Context: an optimization exercise on an open-source flow, tuned for small area, a short achievable clock period and few clock cycles per item. The choices shown serve that exercise and are no tape-out recipe. At most, simulation tests tie the RTL to the original design; equivalence was not proved. No functional check of the RTL was part of run 1. Power and IR drop assume default switching activity.

===== flow/config.mk =====
export PLATFORM = sky130hd
export DESIGN_NAME = lsu_top
export DESIGN_NICKNAME = lsu_top
export VERILOG_FILES = /design/flow/design.v
export SDC_FILE = /design/flow/constraint.sdc
export NUM_CORES = 4
export LEC_CHECK = 0
export CAP_MARGIN = 20
export CORE_MARGIN = 2
export CORE_UTILIZATION = 40
export SETUP_SLACK_MARGIN = 5
export SLEW_MARGIN = 20

===== flow/constraint.sdc =====
create_clock -name core_clock -period 8.5 [get_ports {clk}]
set_input_delay 1.7000 -clock core_clock [delete_from_list [all_inputs] [get_ports {clk}]]
set_output_delay 1.7000 -clock core_clock [all_outputs]
set_load 0.01 [all_outputs]

===== flow/design.v =====
package lsu_pkg;
    localparam int ADDR_W   = 32;
    localparam int XLEN     = 32;
    localparam int MEM_W    = 64;
    localparam int STRB_W   = 8;
    localparam int SQ_DEPTH = 4;
    localparam int SQ_PTR_W = 2;
    localparam int TAG_W    = 5;
    typedef enum logic [3:0] {
        LB  = 4'd0,
        LBU = 4'd1,
        LH  = 4'd2,
        LHU = 4'd3,
        LW  = 4'd4,
        SB  = 4'd5,
        SH  = 4'd6,
        SW  = 4'd7
    } lsu_op_e;
    typedef enum logic [1:0] {
        BYTE = 2'd0,
        HALF = 2'd1,
        WORD = 2'd2
    } mem_size_e;
    typedef enum logic [1:0] {
        IDLE = 2'd0,
        REQ  = 2'd1,
        WAIT = 2'd2
    } mem_state_e;
    function automatic logic [XLEN/8-1:0] byte_mask(input mem_size_e size,
                                                    input logic [1:0] lo);
        unique case (size)
            2'd0:    byte_mask = 4'b0001 << lo;
            2'd1:    byte_mask = 4'b0011 << {lo[1], 1'b0};
            default: byte_mask = 4'b1111;
        endcase
    endfunction
endpackage
module lsu_top (
    input  logic                        clk,
    input  logic                        rst_n,
    input  logic                        issue_valid,
    output logic                        issue_ready,
    input  lsu_pkg::lsu_op_e            op,
    input  logic [lsu_pkg::ADDR_W-1:0]  base,
    input  logic [lsu_pkg::ADDR_W-1:0]  offset,
    input  logic [lsu_pkg::XLEN-1:0]    store_data,
    input  logic [lsu_pkg::TAG_W-1:0]   tag,
    input  logic                        commit,
    output logic                        wb_valid,
    input  logic                        wb_ready,
    output logic [lsu_pkg::TAG_W-1:0]   wb_tag,
    output logic [lsu_pkg::XLEN-1:0]    wb_data,
    output logic                        mem_req_valid,
    input  logic                        mem_req_ready,
    output logic                        mem_req_write,
    output logic [lsu_pkg::ADDR_W-1:0]  mem_req_addr,
    output logic [lsu_pkg::MEM_W-1:0]   mem_req_wdata,
    output logic [lsu_pkg::STRB_W-1:0]  mem_req_wstrb,
    input  logic                        mem_resp_valid,
    input  logic [lsu_pkg::MEM_W-1:0]   mem_resp_data
);
    localparam int SQN = 4;    
    localparam int LQN = 4;    
    localparam int RTN = 4;    
    localparam int SPW = $clog2(SQN);
    localparam int LPW = $clog2(LQN);
    logic        a_v, a_st, a_uns;
    logic [1:0]  a_size;
    logic [3:0]  a_mask;
    logic [31:0] a_addr;
    logic [31:0] a_pay;       
    logic [SQN-1:0] sq_v;
    logic [29:0]    sq_a  [SQN];
    logic [31:0]    sq_d  [SQN];
    logic [3:0]     sq_wm [SQN];
    logic [3:0]     sq_fm [SQN];
    logic [SPW-1:0] sq_hd, sq_tl;
    logic [SPW:0]   sq_cnt;
    logic [2:0]     n_unc, n_cmt;
    logic [LQN-1:0] lq_rdy, lq_uns;
    logic [4:0]     lq_tag [LQN];
    logic [1:0]     lq_lo  [LQN];
    logic [1:0]     lq_size[LQN];
    logic [3:0]     lq_hit [LQN];
    logic [31:0]    lq_d   [LQN];
    logic [LPW-1:0] lq_hd, lq_tl;
    logic [LPW:0]   lq_cnt;
    logic        req_v, req_w, req_a2;
    logic [28:0] req_a;
    logic [31:0] req_d;
    logic [3:0]  req_m;
    logic        raq_v;
    logic [29:0] raq_a;
    logic [RTN-1:0] rt_v, rt_w, rt_a2;
    logic        ir_q;
    logic        fire, in_st, in_uns;
    logic [1:0]  in_size;
    logic [3:0]  in_mask;
    logic [31:0] in_addr, in_pay;
    assign issue_ready = ir_q;
    assign fire    = issue_valid && ir_q;
    assign in_st   = op[2] && (op[1] || op[0]);
    assign in_uns  = !op[2] && op[0];
    assign in_addr = base + offset;
    always_comb begin
        unique case (op[2:0])
            3'd0, 3'd1, 3'd5: in_size = 2'd0;
            3'd2, 3'd3, 3'd6: in_size = 2'd1;
            default:          in_size = 2'd2;
        endcase
        unique case (in_size)
            2'd0:    in_mask = 4'b0001 << in_addr[1:0];
            2'd1:    in_mask = in_addr[1] ? 4'b1100 : 4'b0011;
            default: in_mask = 4'b1111;
        endcase
        in_pay = in_st ? (store_data << {in_addr[1:0], 3'b000}) : {27'b0, tag};
    end
    always_ff @(posedge clk) begin
        if (fire) begin
            a_st   <= in_st;
            a_uns  <= in_uns;
            a_size <= in_size;
            a_mask <= in_mask;
            a_addr <= in_addr;
            a_pay  <= in_pay;
        end
    end
    logic [SQN-1:0] eq;
    logic [3:0]     hit;
    logic [31:0]    fwd;
    logic           full;
    always_comb begin
        hit = '0;
        fwd = '0;
        for (int i = 0; i < SQN; i++) begin
            eq[i] = sq_v[i] && (sq_a[i] == a_addr[31:2]);
            for (int k = 0; k < 4; k++) begin
                if (eq[i] && sq_fm[i][k]) begin
                    hit[k]        = 1'b1;
                    fwd[k*8 +: 8] = fwd[k*8 +: 8] | sq_d[i][k*8 +: 8];
                end
            end
        end
        hit = hit & a_mask;
    end
    assign full = (hit == a_mask);
    logic a_go, sq_push, lq_push, ld_mem, req_free, wr_go, rd_raq, rd_a, raq_load;
    assign a_go    = a_v && (a_st ? (sq_cnt != (SPW+1)'(SQN))
                                  : ((lq_cnt != (LPW+1)'(LQN)) && !raq_v));
    assign sq_push = a_go && a_st;
    assign lq_push = a_go && !a_st;
    assign ld_mem  = lq_push && !full;
    assign req_free = !req_v || mem_req_ready;
    assign rd_raq   = req_free && raq_v;
    assign rd_a     = req_free && !raq_v && ld_mem;
    assign wr_go    = req_free && !raq_v && !ld_mem && (sq_cnt != '0) && (n_cmt != '0);
    assign raq_load = ld_mem && !rd_a;
    logic cmt_ok;
    assign cmt_ok = commit && (n_unc != '0);
    always_ff @(posedge clk or negedge rst_n) begin
        if (!rst_n) begin
            n_unc <= '0;
            n_cmt <= '0;
        end else begin
            n_unc <= n_unc + {2'b0, fire && in_st} - {2'b0, cmt_ok};
            n_cmt <= n_cmt + {2'b0, cmt_ok} - {2'b0, wr_go};
        end
    end
    always_ff @(posedge clk or negedge rst_n) begin
        if (!rst_n) begin
            req_v <= 1'b0;
            raq_v <= 1'b0;
        end else begin
            if (req_free) req_v <= raq_v || wr_go || rd_a;
            if (raq_load)    raq_v <= 1'b1;
            else if (rd_raq) raq_v <= 1'b0;
        end
    end
    always_ff @(posedge clk) begin
        if (rd_raq) begin
            req_w  <= 1'b0;
            req_a  <= raq_a[29:1];
            req_a2 <= raq_a[0];
        end else if (wr_go) begin
            req_w  <= 1'b1;
            req_a  <= sq_a[sq_hd][29:1];
            req_a2 <= sq_a[sq_hd][0];
            req_d  <= sq_d[sq_hd];
            req_m  <= sq_wm[sq_hd];
        end else if (rd_a) begin
            req_w  <= 1'b0;
            req_a  <= a_addr[31:3];
            req_a2 <= a_addr[2];
        end
        if (raq_load) raq_a <= a_addr[31:2];
    end
    assign mem_req_valid = req_v;
    assign mem_req_write = req_w;
    assign mem_req_addr  = {req_a, 3'b000};
    assign mem_req_wdata = {req_d, req_d};
    assign mem_req_wstrb = req_a2 ? {req_m, 4'b0000} : {4'b0000, req_m};
    always_ff @(posedge clk or negedge rst_n) begin
        if (!rst_n) begin
            sq_v   <= '0;
            sq_hd  <= '0;
            sq_tl  <= '0;
            sq_cnt <= '0;
        end else begin
            for (int i = 0; i < SQN; i++) begin
                if (sq_push && sq_tl == SPW'(i)) sq_v[i] <= 1'b1;
            end
            if (sq_push) sq_tl <= (sq_tl == SPW'(SQN-1)) ? '0 : sq_tl + 1'b1;
            if (wr_go)   sq_hd <= (sq_hd == SPW'(SQN-1)) ? '0 : sq_hd + 1'b1;
            sq_cnt <= sq_cnt + {{SPW{1'b0}}, sq_push} - {{SPW{1'b0}}, wr_go};
        end
    end
    always_ff @(posedge clk) begin
        for (int i = 0; i < SQN; i++) begin
            if (sq_push && sq_tl == SPW'(i)) begin
                sq_a[i]  <= a_addr[31:2];
                sq_d[i]  <= a_pay;
                sq_wm[i] <= a_mask;
                sq_fm[i] <= a_mask;
            end else if (sq_push && eq[i]) begin
                sq_fm[i] <= sq_fm[i] & ~a_mask;
            end
        end
    end
    logic           req_acc;
    logic [RTN-1:0] rt_vn, rt_wn, rt_a2n;
    assign req_acc = req_v && mem_req_ready;
    always_comb begin
        logic done;
        for (int i = 0; i < RTN; i++) begin
            if (mem_resp_valid) begin
                rt_vn[i]  = (i < RTN-1) ? rt_v[(i+1)%RTN] : 1'b0;
                rt_wn[i]  = rt_w[(i+1)%RTN];
                rt_a2n[i] = rt_a2[(i+1)%RTN];
            end else begin
                rt_vn[i]  = rt_v[i];
                rt_wn[i]  = rt_w[i];
                rt_a2n[i] = rt_a2[i];
            end
        end
        done = 1'b0;
        for (int i = 0; i < RTN; i++) begin
            if (req_acc && !rt_vn[i] && !done) begin
                done      = 1'b1;
                rt_vn[i]  = 1'b1;
                rt_wn[i]  = req_w;
                rt_a2n[i] = req_a2;
            end
        end
    end
    always_ff @(posedge clk or negedge rst_n) begin
        if (!rst_n) rt_v <= '0;
        else        rt_v <= rt_vn;
    end
    always_ff @(posedge clk) begin
        rt_w  <= rt_wn;
        rt_a2 <= rt_a2n;
    end
    logic [LQN-1:0] fill;
    logic           rsp_rd;
    logic [31:0]    rsp_w;
    always_comb begin
        logic found;
        logic [LPW-1:0] idx;
        fill  = '0;
        found = 1'b0;
        for (int j = 0; j < LQN; j++) begin
            idx = LPW'((j + int'(lq_hd)) % LQN);
            if ((LPW+1)'(j) < lq_cnt && !lq_rdy[idx] && !found) begin
                found     = 1'b1;
                fill[idx] = 1'b1;
            end
        end
    end
    assign rsp_rd = mem_resp_valid && rt_v[0] && !rt_w[0];
    assign rsp_w  = rt_a2[0] ? mem_resp_data[63:32] : mem_resp_data[31:0];
    logic lq_pop;
    assign lq_pop = (lq_cnt != '0) && lq_rdy[lq_hd] && (!wb_valid || wb_ready);
    always_ff @(posedge clk or negedge rst_n) begin
        if (!rst_n) begin
            lq_rdy <= '0;
            lq_hd  <= '0;
            lq_tl  <= '0;
            lq_cnt <= '0;
        end else begin
            for (int i = 0; i < LQN; i++) begin
                if (lq_push && lq_tl == LPW'(i)) lq_rdy[i] <= full;
                else if (rsp_rd && fill[i])      lq_rdy[i] <= 1'b1;
            end
            if (lq_push) lq_tl <= (lq_tl == LPW'(LQN-1)) ? '0 : lq_tl + 1'b1;
            if (lq_pop)  lq_hd <= (lq_hd == LPW'(LQN-1)) ? '0 : lq_hd + 1'b1;
            lq_cnt <= lq_cnt + {{LPW{1'b0}}, lq_push} - {{LPW{1'b0}}, lq_pop};
        end
    end
    always_ff @(posedge clk) begin
        for (int i = 0; i < LQN; i++) begin
            if (lq_push && lq_tl == LPW'(i)) begin
                lq_tag[i]  <= a_pay[4:0];
                lq_lo[i]   <= a_addr[1:0];
                lq_size[i] <= a_size;
                lq_uns[i]  <= a_uns;
                lq_hit[i]  <= hit;
                lq_d[i]    <= fwd;
            end else if (rsp_rd && fill[i]) begin
                for (int k = 0; k < 4; k++)
                    if (!lq_hit[i][k]) lq_d[i][k*8 +: 8] <= rsp_w[k*8 +: 8];
            end
        end
    end
    logic [31:0] ext, sh;
    always_comb begin
        sh = lq_d[lq_hd] >> {lq_lo[lq_hd], 3'b000};
        unique case (lq_size[lq_hd])
            2'd0:    ext = lq_uns[lq_hd] ? {24'b0, sh[7:0]}  : {{24{sh[7]}}, sh[7:0]};
            2'd1:    ext = lq_uns[lq_hd] ? {16'b0, sh[15:0]} : {{16{sh[15]}}, sh[15:0]};
            default: ext = sh;
        endcase
    end
    always_ff @(posedge clk or negedge rst_n) begin
        if (!rst_n) wb_valid <= 1'b0;
        else if (lq_pop) wb_valid <= 1'b1;
        else if (wb_ready) wb_valid <= 1'b0;
    end
    always_ff @(posedge clk) begin
        if (lq_pop) begin
            wb_tag  <= lq_tag[lq_hd];
            wb_data <= ext;
        end
    end
    logic         a_v_n, a_st_n, raq_v_n;
    logic [SPW:0] sq_cnt_n;
    logic [LPW:0] lq_cnt_n;
    assign a_v_n    = fire || (a_v && !a_go);
    assign a_st_n   = fire ? in_st : a_st;
    assign raq_v_n  = raq_load || (raq_v && !rd_raq);
    assign sq_cnt_n = sq_cnt + {{SPW{1'b0}}, sq_push} - {{SPW{1'b0}}, wr_go};
    assign lq_cnt_n = lq_cnt + {{LPW{1'b0}}, lq_push} - {{LPW{1'b0}}, lq_pop};
    always_ff @(posedge clk or negedge rst_n) begin
        if (!rst_n) begin
            a_v  <= 1'b0;
            ir_q <= 1'b1;
        end else begin
            a_v  <= a_v_n;
            ir_q <= !a_v_n || (a_st_n ? (sq_cnt_n != (SPW+1)'(SQN))
                                      : ((lq_cnt_n != (LPW+1)'(LQN)) && !raq_v_n));
        end
    end
endmodule

===== flow/run.sh =====
#!/bin/bash
# synth_recipe.tcl (not shown) runs the flow's synth.tcl, then flattens the netlist and writes it again
# the make line also repeats each setting of config.mk as NAME=value (left out here)
make -C /OpenROAD-flow-scripts/flow DESIGN_CONFIG=/design/flow/config.mk WORK_HOME=/design/flow/orfs CLKGATE_MAP_FILE= SYNTH_SCRIPT=/design/flow/synth_recipe.tcl finish

==> run summary, run 1 <==
### Route
* number of search-and-repair iterations in the first detailed-routing pass: 7
* Routed Antenna Nets: 0
* drt first-iter violations: 2914
* Routed wire per std cell: 23.9 um
* overall via count from detail_route: 23162
* routed wire length: 97.6 mm
* number of DRC violations after detailed routing: 0
* number of vias per cell: 5.68

### Synthesis
* average cell area after synthesis: 12.7 um^2
* dominant register cell in the synthesized netlist: edfxtp_1
* share of the synthesized area in the top cell type: 61.0%
* gate count of the mapped netlist: 2617
* distinct cell type count after synthesis: 72
* leading post-synthesis cells by instance count: 676 x edfxtp_1, 278 x nor2_1, 250 x a21oi_1, 151 x nand2_1, 132 x xnor2_1
* cell type with the largest total area after synthesis: edfxtp_1
* ys async rst share: 5.17%
* netlist area before placement: 33300 um^2
* sequential fraction of the synthesis area: 63.9%
* Synth Register Bits: 715
* Post-synth EDFFs: 676
* YS warnings: 10
* most used standard cell by instance count after synthesis: edfxtp_1
* dominant cells by area after synthesis: edfxtp_1 61%, a21oi_1 3.8%, xnor2_1 3.5%, a222oi_1 3.2%, nor2_1 3.1%

### Placement
* Setup Slack @ Placement: 3520 ps
* final weighted congestion in routability-driven placement: 0.855
* Final HPWL DP: 62.1 mm
* count of buffers inserted at the top-level ports: 316

### Clock tree
* hold-fix buffers at CTS: 0
* latest clock arrival within the worst-skew pair: 630 ps
* clock tree from TritonCTS: built
* maximum root-to-sink buffer count: 3
* Clk Tree Root Cell: clkbuf_16
* cts bufs inserted: 74
* depth of the CTS H-tree: 3
* clock sink total: 715
* clock slew at reported path FFs: 60 ps

### Timing
* maximum frequency from static timing analysis: 254 MHz
* unrepaired setup endpoints after global routing: true
* number of endpoints with negative hold slack in the final report: 0
* Total Neg Setup Slack: 0 ps
* min setup slack post-route: 4570 ps
* max-slew violations: 0
* Final setup viols: 0
* transition time at the pin with the least slew margin: 1090 ps
* share of the cycle needed by the critical path after routing: 46.2%
* relative slew slack: 27.3%
* post-route clock skew: 28.5 ps
* Final min period: 3930 ps

### Setup path
* type of origin of the critical path: flip-flop
* internal reg-to-reg setup slack: 4570 ps
* endpoint arrival time on the critical path: 4460 ps
* Critical Setup Path Class: flip-flop to flip-flop
* R2R Path End: ir_q$_DFF_PN1_
* start of the worst register-to-register path: a_addr[10]$_DFFE_PP_
* critical path fanouts, max: 4
* worst path required time: 9030 ps
* sort of element at the end of the critical path: flip-flop
* logic depth of the worst register-to-register path: 20
* start point of the critical path: a_addr[10]$_DFFE_PP_
* critical path endpoint: ir_q$_DFF_PN1_

### Power and ir drop
* areal power density over the cells: 357 nW/um^2
* worst IR drop on VDD: 0.000201 V
* post-layout power: 14.7 mW
* Leakage: 14.8 nW

### Finish
* Area Growth Syn to Fin: 24.0%
* share of post-route cells with drive strength above 1: 16.1%
* filler cell count in the final layout: 7078
* layout net count: 3189

### Floorplanning
* number of standard-cell rows in the floorplan: 105
* standard cell core area: 82200 um^2
* number of I/O pins: 321
* horizontal die dimension: 293 um
* area enclosed by the die boundary: 85600 um^2
* starting utilization of the core area: 40.5%
* height of the chip: 293 um

### Min path
* worst min-delay path startpoint: a_pay[27]$_SDFFCE_PN0P_
* class of the most critical hold timing path: flip-flop to flip-flop

### Job
* max_cap viols: 0

### GRT
* maximum number of pins on one net before global-route repair: 76
* global-route wire length before repair: 142 mm
* initial antenna violation count: 3
* total congestion overflow after global routing: 0
* combined global-route utilization of all metal layers: 22.0%
* vias in the first global route: 22529

### Status
* status: timing/DRC/antenna clean

-- worst max-delay path, stage by stage, from the launching register on --
cell	delay, ps
edfxtp_1	470
buf_6	180
xnor2_2	130
nand4_1	170
nor4_4	390
and3_4	300
a22oi_2	100
nand4_2	150
a41oi_4	150
buf_12	150
nand2b_4	130
mux2i_1	170
ha_2	200
inv_2	40
fa_2	350
xnor2_2	150
xnor2_1	200
nand3b_1	110
nand2_1	70
nand2_1	50
a31o_1	180
-- routing by layer --
layer  GRT usage [%]  part of all wire (%)  vias up
met4            5.22                   1.8        4
met3            3.26                   7.5      114
met5               0                 0.031        -
met2            36.7                    49      960
met1            30.3                    42    11540
li1                -                     -    10544
-- timing repair --
| item | 4_1_cts | 5_1_grt |
|---|---|---|
| setup buffers | 84 | 27 |
| endpoints found under the hold margin | 0 | 0 |
| endpoints found under the setup margin | 342 | 212 |
| resized for setup | 215 | 73 |
| pin swaps | 68 | 48 |
| cloned | 4 | 1 |
-- cell type report --
type / instances / area (um^2) / share of cell area [%]
Sequential cell: 715 / 21300 / 51.5
Timing Repair inverter: 2 / 10.0 / 0.0242
Clock buffer: 92 / 1970 / 4.77
Antenna cell: 1 / 2.50 / 0.00606
Tap cell: 1070 / 1340 / 3.24
Timing Repair Buffer: 455 / 4260 / 10.3
Inverter: 84 / 328 / 0.794
Multi-Input combinational cell: 1617 / 11700 / 28.4
Clock inverter: 41 / 379 / 0.918
-- stage by stage --
step / cells / instance area (um^2) / hold slack, ps / utilization [%]
global route: 4076 / 41300 / 490 / 50.2
global placement: 3826 / 37200 / 453 / 45.2
floorplan: 2619 / 33400 / 439 / -
finish: 4077 / 41300 / 475 / 50.2
detailed placement: 3826 / 37200 / 459 / 45.2
CTS: 4047 / 40900 / 470 / 49.7
-- cell usage in the layout, fill, tap and decap left out, types with 9 or more instances in the layout --
cell type        count
a222oi_1           107
o21a_1               9
clkinv_1            13
ha_4                26
a22oi_1             76
clkbuf_1            15
a21oi_1            238
clkdlybuf4s50_1    264
nand2_1            145
nand2b_1            11
xnor2_2             21
o21ai_0             92
xnor2_1            110
nand3_1             21
o211ai_2            26
clkbuf_2            15
buf_4              118
inv_2                9
buf_2                9
a21o_1              15
a211oi_1            18
buf_6               16
edfxtp_1           676
nor2b_1             18
nor2_1             273
o21ai_1             13
clkbuf_16           76
o21ai_2             21
o22a_1              10
xor2_1              22
ha_1                30
nand4_1             31
mux2i_1             86
and2_1              26
clkinv_2            12
inv_1               72
dfrtp_1             34
dlygate4sd2_1       18
-- how the worst min path moves through the flow --
stage	to	slack, ps	cells past startpoint
final	sq_d[1][27]$_DFFE_PP_	480	0
after global routing	sq_d[1][27]$_DFFE_PP_	490	0
after detailed placement	sq_v[2]$_DFFE_PN0P_	460	1
after global placement	sq_v[3]$_DFFE_PN0P_	450	1
after CTS	sq_d[1][27]$_DFFE_PP_	470	0
after floorplan	sq_v[0]$_DFFE_PN0P_	440	1
-- power breakdown --
part	leakage, nW	internal [mW]	switching (mW)
registers	6.72	5.19	0.429
clock network	1.14	1.81	1.38
logic	6.95	2.35	3.57
total	14.8	9.36	5.38
-- registers in the layout, indices dropped and copies added (netlist names), 5 cells and up --
signal,flops
req_d,32
lq_size,8
sq_fm,16
wb_data,32
wb_tag,5
lq_hit,16
raq_a,30
sq_a,120
sq_wm,16
lq_tag,20
lq_lo,8
a_pay,32
lq_d,128
req_a,29
sq_d,128
a_addr,32
-- cells by family (layout without fill, tap and decap cells) --
logic type      Yosys count  count (layout)  synth area share (%)
compound gates          689             690                  14.1
xor+xnor                156             156                  4.13
fa+ha+maj                64              64                  2.52
buf+inv                 288             674                  3.95
flops                   715             715                  63.9
mux                     101             101                  3.28
other cells               1               4                0.0113
simple gates            603             603                  8.15
==> run 2, diff against run 1 <==
--- a/flow/design.v
+++ b/flow/design.v
@@ -59,11 +59,11 @@
     input  logic                        mem_resp_valid,
     input  logic [lsu_pkg::MEM_W-1:0]   mem_resp_data
 );
-    localparam int SQN = 4;    
-    localparam int LQN = 4;    
+    localparam int SQN = 3;    
+    localparam int LQN = 3;    
     localparam int RTN = 4;    
-    localparam int SPW = $clog2(SQN);
-    localparam int LPW = $clog2(LQN);
+    localparam int SPW = 2;      
+    localparam int LPW = 2;      
     logic        a_v, a_st, a_uns;
     logic [1:0]  a_size;
     logic [3:0]  a_mask;
@@ -150,11 +150,13 @@
     assign sq_push = a_go && a_st;
     assign lq_push = a_go && !a_st;
     assign ld_mem  = lq_push && !full;
+    logic wr_ok;
     assign req_free = !req_v || mem_req_ready;
     assign rd_raq   = req_free && raq_v;
-    assign rd_a     = req_free && !raq_v && ld_mem;
-    assign wr_go    = req_free && !raq_v && !ld_mem && (sq_cnt != '0) && (n_cmt != '0);
-    assign raq_load = ld_mem && !rd_a;
+    assign rd_a     = req_free && ld_mem;
+    assign wr_ok    = req_free && !raq_v && (sq_cnt != '0) && (n_cmt != '0);
+    assign wr_go    = wr_ok && !ld_mem;
+    assign raq_load = ld_mem && !req_free;
     logic cmt_ok;
     assign cmt_ok = commit && (n_unc != '0);
     always_ff @(posedge clk or negedge rst_n) begin
@@ -171,28 +173,32 @@
             req_v <= 1'b0;
             raq_v <= 1'b0;
         end else begin
-            if (req_free) req_v <= raq_v || wr_go || rd_a;
+            if (req_free) req_v <= raq_v || wr_go || ld_mem;
             if (raq_load)    raq_v <= 1'b1;
             else if (rd_raq) raq_v <= 1'b0;
         end
     end
     always_ff @(posedge clk) begin
-        if (rd_raq) begin
-            req_w  <= 1'b0;
-            req_a  <= raq_a[29:1];
-            req_a2 <= raq_a[0];
-        end else if (wr_go) begin
-            req_w  <= 1'b1;
-            req_a  <= sq_a[sq_hd][29:1];
-            req_a2 <= sq_a[sq_hd][0];
-            req_d  <= sq_d[sq_hd];
-            req_m  <= sq_wm[sq_hd];
-        end else if (rd_a) begin
-            req_w  <= 1'b0;
-            req_a  <= a_addr[31:3];
-            req_a2 <= a_addr[2];
+        if (req_free) begin
+            if (raq_v) begin
+                req_w  <= 1'b0;
+                req_a  <= raq_a[29:1];
+                req_a2 <= raq_a[0];
+            end else if (wr_go) begin
+                req_w  <= 1'b1;
+                req_a  <= sq_a[sq_hd][29:1];
+                req_a2 <= sq_a[sq_hd][0];
+            end else begin
+                req_w  <= 1'b0;
+                req_a  <= a_addr[31:3];
+                req_a2 <= a_addr[2];
+            end
+        end
+        if (wr_go) begin
+            req_d <= sq_d[sq_hd];
+            req_m <= sq_wm[sq_hd];
         end
-        if (raq_load) raq_a <= a_addr[31:2];
+        if (lq_push && !req_free) raq_a <= a_addr[31:2];
     end
     assign mem_req_valid = req_v;
     assign mem_req_write = req_w;
@@ -279,7 +285,8 @@
     assign rsp_rd = mem_resp_valid && rt_v[0] && !rt_w[0];
     assign rsp_w  = rt_a2[0] ? mem_resp_data[63:32] : mem_resp_data[31:0];
     logic lq_pop;
-    assign lq_pop = (lq_cnt != '0) && lq_rdy[lq_hd] && (!wb_valid || wb_ready);
+    assign lq_pop = (lq_cnt != '0) && (lq_rdy[lq_hd] || (rsp_rd && fill[lq_hd]))
+                    && (!wb_valid || wb_ready);
     always_ff @(posedge clk or negedge rst_n) begin
         if (!rst_n) begin
             lq_rdy <= '0;
@@ -313,7 +320,10 @@
     end
     logic [31:0] ext, sh;
     always_comb begin
-        sh = lq_d[lq_hd] >> {lq_lo[lq_hd], 3'b000};
+        logic [31:0] md;
+        for (int k = 0; k < 4; k++)
+            md[k*8 +: 8] = (lq_rdy[lq_hd] || lq_hit[lq_hd][k]) ? lq_d[lq_hd][k*8 +: 8] : rsp_w[k*8 +: 8];
+        sh = md >> {lq_lo[lq_hd], 3'b000};
         unique case (lq_size[lq_hd])
             2'd0:    ext = lq_uns[lq_hd] ? {24'b0, sh[7:0]}  : {{24{sh[7]}}, sh[7:0]};
             2'd1:    ext = lq_uns[lq_hd] ? {16'b0, sh[15:0]} : {{16{sh[15]}}, sh[15:0]};
@@ -331,13 +341,13 @@
             wb_data <= ext;
         end
     end
-    logic         a_v_n, a_st_n, raq_v_n;
+    logic         a_v_n, a_st_n, raq_v_p;
     logic [SPW:0] sq_cnt_n;
     logic [LPW:0] lq_cnt_n;
     assign a_v_n    = fire || (a_v && !a_go);
     assign a_st_n   = fire ? in_st : a_st;
-    assign raq_v_n  = raq_load || (raq_v && !rd_raq);
-    assign sq_cnt_n = sq_cnt + {{SPW{1'b0}}, sq_push} - {{SPW{1'b0}}, wr_go};
+    assign raq_v_p  = (lq_push && !req_free) || (raq_v && !rd_raq);
+    assign sq_cnt_n = sq_cnt + {{SPW{1'b0}}, sq_push} - {{SPW{1'b0}}, wr_ok && !lq_push};
     assign lq_cnt_n = lq_cnt + {{LPW{1'b0}}, lq_push} - {{LPW{1'b0}}, lq_pop};
     always_ff @(posedge clk or negedge rst_n) begin
         if (!rst_n) begin
@@ -346,7 +356,7 @@
         end else begin
             a_v  <= a_v_n;
             ir_q <= !a_v_n || (a_st_n ? (sq_cnt_n != (SPW+1)'(SQN))
-                                      : ((lq_cnt_n != (LPW+1)'(LQN)) && !raq_v_n));
+                                      : ((lq_cnt_n != (LPW+1)'(LQN)) && !raq_v_p));
         end
     end
 endmodule
==> run summary, run 2 <==
### Status
* status: timing/DRC/antenna clean

### Route
* overall via count from detail_route: 19764
* Routed wire per std cell: 22.9 um
* drt first-iter violations: 2222
* routed wire length: 82.4 mm
* number of search-and-repair iterations in the first detailed-routing pass: 8
* number of DRC violations after detailed routing: 0
* Routed Antenna Nets: 0
* number of vias per cell: 5.50

### Finish
* share of post-route cells with drive strength above 1: 18.8%
* commonest cells after routing, fill and taps aside: 561 x edfxtp_1, 266 x clkdlybuf4s50_1, 162 x mux2i_1, 161 x nor2_1, 150 x nand2_1
* area of the multi-input gates: 10800 um^2
* share of the core filled with cells: 52.5%
* layout net count: 2832
* largest registers: lq_d (96), sq_d (96), sq_a (90)
* Storage cell area: 17700 um^2
* Area Growth Syn to Fin: 29.7%
* number of non-filler instances in the completed layout: 3592
* filler cell count in the final layout: 5816
* most frequent standard cell in the layout excluding fill and tap cells: edfxtp_1

### Setup path
* type of origin of the critical path: flip-flop
* critical path fanouts, max: 6
* Crit path largest cell delay: 540 ps
* crit path cell chain: inv_4, ha_4, mux2i_4, o211a_1, a31oi_1, mux2i_1, mux2_4, nand3_2, o211ai_1, and3_4, ha_4, inv_2, ha_4, fa_2, nand2_1, o22ai_2, mux2i_1, a21o_1
* CP max-delay cell: fa_2
* Critical Setup Path Class: flip-flop to flip-flop
* most frequent CP cell: ha_4
* internal reg-to-reg setup slack: 4640 ps
* worst path required time: 9030 ps
* endpoint arrival time on the critical path: 4390 ps
* sort of element at the end of the critical path: flip-flop

### Synthesis
* average cell area after synthesis: 13.0 um^2
* netlist area before placement: 28500 um^2
* most used standard cell by instance count after synthesis: edfxtp_1
* distinct cell type count after synthesis: 79
* YS warnings: 10
* share of the synthesized area in the top cell type: 59.2%
* gate count of the mapped netlist: 2190
* Post-synth EDFFs: 561
* dominant register cell in the synthesized netlist: edfxtp_1
* ys async rst share: 5.86%
* cell type with the largest total area after synthesis: edfxtp_1
* dominant cells by area after synthesis: edfxtp_1 59%, mux2i_1 5.8%, xnor2_1 3.7%, dfrtp_1 3.0%, a22oi_1 2.7%
* leading post-synthesis cells by instance count: 561 x edfxtp_1, 171 x nor2_1, 165 x mux2i_1, 157 x nand2_1, 130 x a21oi_1
* sequential fraction of the synthesis area: 62.3%
* Synth Register Bits: 597

### Floorplanning
* number of I/O pins: 321
* height of the chip: 271 um
* standard cell core area: 70300 um^2
* area enclosed by the die boundary: 73300 um^2
* horizontal die dimension: 271 um
* number of standard-cell rows in the floorplan: 97
* starting utilization of the core area: 40.5%

### Clock tree
* maximum root-to-sink buffer count: 3
* hold-fix buffers at CTS: 0
* clock sink total: 597
* Clk Tree Root Cell: clkbuf_16
* latest clock arrival within the worst-skew pair: 650 ps
* clock slew at reported path FFs: 60 ps
* clock tree from TritonCTS: built
* depth of the CTS H-tree: 2
* cts bufs inserted: 60

### Power and ir drop
* post-layout power: 14.4 mW
* Internal Dissipation: 8.98 mW
* fraction of power consumed by the clock network: 20.0%
* share of total power in sequential cells: 33.5%
* net switching share of the total power: 37.6%
* fraction of power consumed by combinational cells: 46.4%
* P_sw: 5.41 mW
* areal power density over the cells: 390 nW/um^2
* Leakage: 13.3 nW
* worst IR drop on VDD: 0.000247 V

### Timing
* unrepaired setup endpoints after global routing: true
* transition time at the pin with the least slew margin: 1250 ps
* max-slew violations: 0
* Final setup viols: 0
* relative slew slack: 16.7%
* Total Neg Setup Slack: 0 ps
* maximum frequency from static timing analysis: 259 MHz
* Final min period: 3860 ps
* share of the cycle needed by the critical path after routing: 45.4%
* post-route clock skew: 46.8 ps
* number of endpoints with negative hold slack in the final report: 0

### Placement
* final weighted congestion in routability-driven placement: 0.862
* placed cell count: 3330
* count of buffers inserted at the top-level ports: 316
* Final HPWL DP: 52.3 mm

### GRT
* combined global-route utilization of all metal layers: 21.8%
* maximum number of pins on one net before global-route repair: 83
* fraction of met3 tracks used by global routing: 3.60%
* busiest grt layer: met2
* global-route wire length before repair: 121 mm
* vias in the first global route: 19435
* total congestion overflow after global routing: 0
* Global Route met1 Usage: 30.0%
* initial antenna violation count: 5
* GRT met2 Usage: 35.3%

### Min path
* class of the most critical hold timing path: flip-flop to flip-flop

### Job
* max_cap viols: 0

## run 2: per-stage QoR
stage / area [um^2] / hold WS [ps] / setup slack [ps]
finish: 36900 / 468 / 4640
global route: 36900 / 483 / 4520
CTS: 36300 / 473 / 4710
detailed placement: 32600 / 457 / 3250
global placement: 32600 / 445 / 3260
floorplan: 28800 / 427 / 3910
## run 2: power by group through the flow
stage	logic (mW)	registers (mW)	clock network, mW
detailed placement	5.65	4.90	0
global route	7.21	4.91	3.04
finish	6.68	4.83	2.88
floorplan	3.54	4.89	0
global placement	5.58	4.87	0
CTS	6.38	4.83	2.92
## run 2: final timing paths
check,startpoint,endpoint,cells past startpoint
max reg2reg,lq_hd[1]$_DFFE_PN0P_,ir_q$_DFF_PN1_,18
min,a_pay[19]$_SDFFCE_PN0P_,sq_d[0][19]$_DFFE_PP_,0
max in group asynchronous,rst_n,req_v$_DFFE_PN0N_,1
max,lq_hd[1]$_DFFE_PN0P_,ir_q$_DFF_PN1_,18
min in group asynchronous,rst_n,lq_rdy[2]$_DFFE_PN0P_,1
min reg2reg,a_pay[19]$_SDFFCE_PN0P_,sq_d[0][19]$_DFFE_PP_,0
## run 2: critical path: cells and delay by family, from the launching register on
family | cells | cell delay [ps]
adder cells (fa/ha/maj) | 4 | 1200
AND/OR/NAND/NOR | 3 | 370
buffers and inverters | 2 | 140
AO/OA/AOI/OAI | 5 | 850
flip-flops | 1 | 460
multiplexers | 4 | 760
## run 2: cell type report
cell class / count / area share [%]
Sequential cell: 597 / 48.1
Multi-Input combinational cell: 1373 / 29.3
Timing Repair Buffer: 488 / 12.6
Clock buffer: 74 / 4.35
Tap cell: 940 / 3.19
Clock inverter: 40 / 1.53
Inverter: 78 / 0.908
Antenna cell: 2 / 0.0136
## run 2: cell families (layout without fill, tap and decap cells)
group                      Yosys count  after routing  synth area share [%]
DFF                                597            597                  62.3
AOI/OAI and AO/OA                  531            531                  13.3
and+or+nand+nor                    466            470                  7.46
buffers and inverters              226            680                  3.72
muxes                              185            185                  6.61
xor gates and xnor gates           126            126                  3.88
adders and majority gates           58             58                  2.65
other                                1              5                0.0132
## run 2: metal layers
layer,vias up,part of all wire (%),wire (um)
met2,719,48,39500
met3,117,6.7,5550
met1,9798,43,35400
met5,-,0,0
met4,0,2.4,1970
li1,9130,-,-
## run 2: what timing repair did
item                                    4_1_cts  5_1_grt
gates resized for setup                     190       75
endpoints found under the setup margin      206      248
gates cloned                                  8        2
buffers inserted                            106       27
pin swaps                                    63       39
Testbench counts of run 2, summed over its fixed seeds: cycles 6,188, items 4,800.

static timing again, ports no longer ideal:
Ports are ideal in the flow. The routed layouts listed here were re-timed in OpenROAD.
Step 1 (the two cells are an assumption about what drives the block):
set clk [get_ports {clk}]
set_driving_cell -lib_cell sky130_fd_sc_hd__clkbuf_16 $clk
set_driving_cell -lib_cell sky130_fd_sc_hd__buf_2 [delete_from_list [all_inputs] $clk]
Step 2 moves the port delays by t, midway between the first and last clock arrival at a register: inputs arrive t later, outputs are due t later. That takes back most of the time a late clock gives input paths.
Slacks: ideal ports / drivers / drivers and shift; pairs: ideal ports / drivers.
| run | t (ns) | setup WS [ns] | slew at the worst register clock pin (ns) | worst data-port slew with drivers (ns) |
|---|---|---|---|---|
| run 1 | 0.677 | 4.571 / 4.571 / 4.006 | 0.07 / 0.07 | 0.07 |
| run 2 | 0.678 | 4.637 / 4.637 / 4.099 | 0.07 / 0.07 | 0.09 |
After both steps every run listed still meets setup and hold. For run 1, which loses most, drivers alone change the setup slack by 0.000 ns; drivers and shift together by -0.565 ns.
